Background: an optimization exercise with open tools, aiming at small area and a short achievable clock period. Do not read the settings as production practice. The RTL was checked by simulation tests, not by an equivalence proof against the original design. Power and IR drop assume default switching activity.

run a:
==> flow/design.v (excerpt) <==
module camera_display_top (
    input  logic       video_clk,
    input  logic       rst_n,
    input  logic       cam_vsync,
    input  logic       cam_href,
    input  logic [7:0] cam_data,
    output logic       vid_hs,
    output logic       vid_vs,
    output logic       vid_de,
    output logic [7:0] vid_r,
    output logic [7:0] vid_g,
    output logic [7:0] vid_b
);
clock: 5.0 ns
lec_check: 0
cap_margin: 20
core_margin: 2
core_utilization: 50
cts_cluster_diameter: 80
cts_cluster_size: 24
place_density: 0.65
setup_slack_margin: 2.7
slew_margin: 20
run.sh (not shown) runs the stock make flow with config.mk's settings and CLKGATE_MAP_FILE= SYNTH_SCRIPT=/design/flow/synth_recipe.tcl, a recipe that flattens the netlist after the stock synthesis.
[inputs] run b vs run a
- clearing SETUP_SLACK_MARGIN, which used to be 2.7
- clearing CTS_CLUSTER_SIZE, which used to be 24
- clearing CTS_CLUSTER_DIAMETER, which used to be 80
Results
- Higher critical path depth among run b and run a: run a
- | detailed-route wire length | run b vs run a | 2.7% lower |
- On global-route wire length before repair, run b does better than run a.
- Changes observed in run b relative to run a: total clock buffers created by CTS went up; final area has increased.
- In run b, the flip-flop and latch share of the layout cell area came out 2.4 points below the value in run a.

* * *

## run A
camera_display_top, a different RTL version from the one above (not shown whole).
For scale: ~4,800 cells after synthesis, ~39 I/O pins, about 62,000 um^2 of cells after synthesis.
Settings: LEC_CHECK=0, CAP_MARGIN=8, CORE_MARGIN=2, CORE_UTILIZATION=50, CTS_CLUSTER_DIAMETER=90, CTS_CLUSTER_SIZE=27, PLACE_DENSITY=0.72, SETUP_SLACK_MARGIN=2.85, SLEW_MARGIN=8; clock period 5.0 ns.
[inputs] run B vs run A
-- flow/config.mk --
<<< run A, line 10
export CORE_UTILIZATION = 50
export CTS_CLUSTER_DIAMETER = 90
export CTS_CLUSTER_SIZE = 27
export PLACE_DENSITY = 0.72
export SETUP_SLACK_MARGIN = 2.85
>>> run B, line 10
export CORE_UTILIZATION = 50
export CTS_CLUSTER_DIAMETER = 100
export CTS_CLUSTER_SIZE = 30
export PLACE_DENSITY = 0.65
export SETUP_SLACK_MARGIN = 2.85
## What came out
Diff run A..run B | number of I/O port buffers | unchanged. Going from run A to run B, global-route usage grows by 0.55 points. As far as overall die width goes, run A and run B are indistinguishable; the numbers are identical. Sort run B and run A by worst hold slack across all endpoints desc -> top: run B. As far as synthesized area goes, run B and run A are indistinguishable; the numbers are identical.
Changes in run C relative to run B:
-- flow/config.mk --
<<< run B, line 10
export CORE_UTILIZATION = 50
export CTS_CLUSTER_DIAMETER = 100
export CTS_CLUSTER_SIZE = 30
export PLACE_DENSITY = 0.65
>>> run C, line 10
export CORE_UTILIZATION = 50
export CTS_CLUSTER_DIAMETER = 80
export CTS_CLUSTER_SIZE = 24
export PLACE_DENSITY = 0.65
### Flow results
Between run C and run B, the wire length does not differ in any meaningful way. Sort run C and run B by clock network fraction of design power, descending, and run C comes first. Compared with run B, run C is the more power-hungry design.
For run D, these inputs were changed with respect to run C:
-- flow/config.mk --
<<< run C, line 9
export CORE_MARGIN = 2
export CORE_UTILIZATION = 50
export CTS_CLUSTER_DIAMETER = 80
export CTS_CLUSTER_SIZE = 24
export PLACE_DENSITY = 0.65
export SETUP_SLACK_MARGIN = 2.85
>>> run D, line 9
export CORE_MARGIN = 2
export CORE_UTILIZATION = 46
export CTS_CLUSTER_DIAMETER = 90
export CTS_CLUSTER_SIZE = 27
export PLACE_DENSITY = 0.62
export SETUP_SLACK_MARGIN = 2.85
### Flow results
On total vias in the final route, run C and run D are neck and neck. The power consumption of run D was superior to that of run C. The actual slew at the worst max-slew pin number comes out lower for run D vs run C. Taking run C as the reference, in run D count of TritonRoute iterations in the first routing pass roughly the same; maximum number of pins on one net before global-route repair fell by 18; detailed router's first-iteration violation count saw a decrease; clock power share dropped 0.8 points; relative slew slack grew by 4.8 points. Re total instance count after detailed placement: run C was lower than run D. Against run C, run D reports a number of well-tap cells placed that is higher.

* * *

## alpha
Starting RTL as in the previous note.
Settings: LEC_CHECK=0, CAP_MARGIN=8, CORE_MARGIN=2, CORE_UTILIZATION=50, CTS_CLUSTER_DIAMETER=90, CTS_CLUSTER_SIZE=27, PLACE_DENSITY=0.65, SETUP_SLACK_MARGIN=2.78, SLEW_MARGIN=8; clock period 5.0 ns.
alpha: full flow OK, the timing, DRC and antenna checks passed
Input-level comparison between beta and alpha:
Settings: changing SETUP_SLACK_MARGIN from 2.78 to 2.95.
## What came out
- Against alpha, beta comes in 0.11 ns higher on signal arrival time at the worst endpoint.
- Relative to alpha, multi-input combinational area share has gone up in beta.
- The higher final cycle utilization of the critical path came out of beta.
- Of beta and alpha, beta shows the higher wire length on met2, with alpha below it.
- Combined area of the multi-input logic cells: beta > alpha
- Compared with alpha, in beta setup slack saw a decrease; slew at the pin closest to its max-slew limit saw a decrease.
- beta vs alpha — power per unit of standard cell area dropped slightly
- Sum of internal, switching and leakage power (higher): beta
- Every stage of the flow completed for beta, and the final layout passed the timing, DRC and antenna checks.
- alpha finished every stage and its layout cleared the timing, DRC and antenna checks.

-- what the ideal ports hide --
How much do the figures lean on ideal ports? The routed layouts below were timed once more, with nothing changed but the port constraints.
Step 1 (the two cells are an assumption about what drives the block):
set clk [get_ports {video_clk}]
set_driving_cell -lib_cell sky130_fd_sc_hd__clkbuf_16 $clk
set_driving_cell -lib_cell sky130_fd_sc_hd__buf_2 [delete_from_list [all_inputs] $clk]
Step 2 moves the port delays by t, midway between the first and last clock arrival at a register: inputs arrive t later, outputs are due t later. That takes back most of the time a late clock gives input paths.
Three values: no drivers, after step 1, after step 2; two values: the first two.
run	shift t [ns]	slack for setup (ns)	worst hold slack (ns)	pins driven straight from the clock port
run a of note 1	0.821	2.687 / 2.626 / 2.133	0.218 / 0.165 / 0.316	1
run b of note 1	0.875	1.638 / 1.638 / 1.425	0.177 / 0.127 / 0.303	1
run A of note 2	0.778	2.721 / 2.651 / 2.131	0.286 / 0.288 / 0.312	1
run B of note 2	0.775	2.749 / 2.677 / 2.188	0.324 / 0.324 / 0.324	1
run C of note 2	0.790	2.742 / 2.669 / 2.211	0.316 / 0.316 / 0.316	1
run D of note 2	0.816	2.728 / 2.659 / 2.195	0.305 / 0.261 / 0.305	1
alpha	0.776	2.758 / 2.685 / 2.087	0.261 / 0.212 / 0.321	1
beta	0.792	2.651 / 2.571 / 2.285	0.247 / 0.205 / 0.319	1
After both steps every run listed still meets setup and hold. For alpha, which loses most, drivers alone change the setup slack by -0.073 ns; drivers and shift together by -0.671 ns.
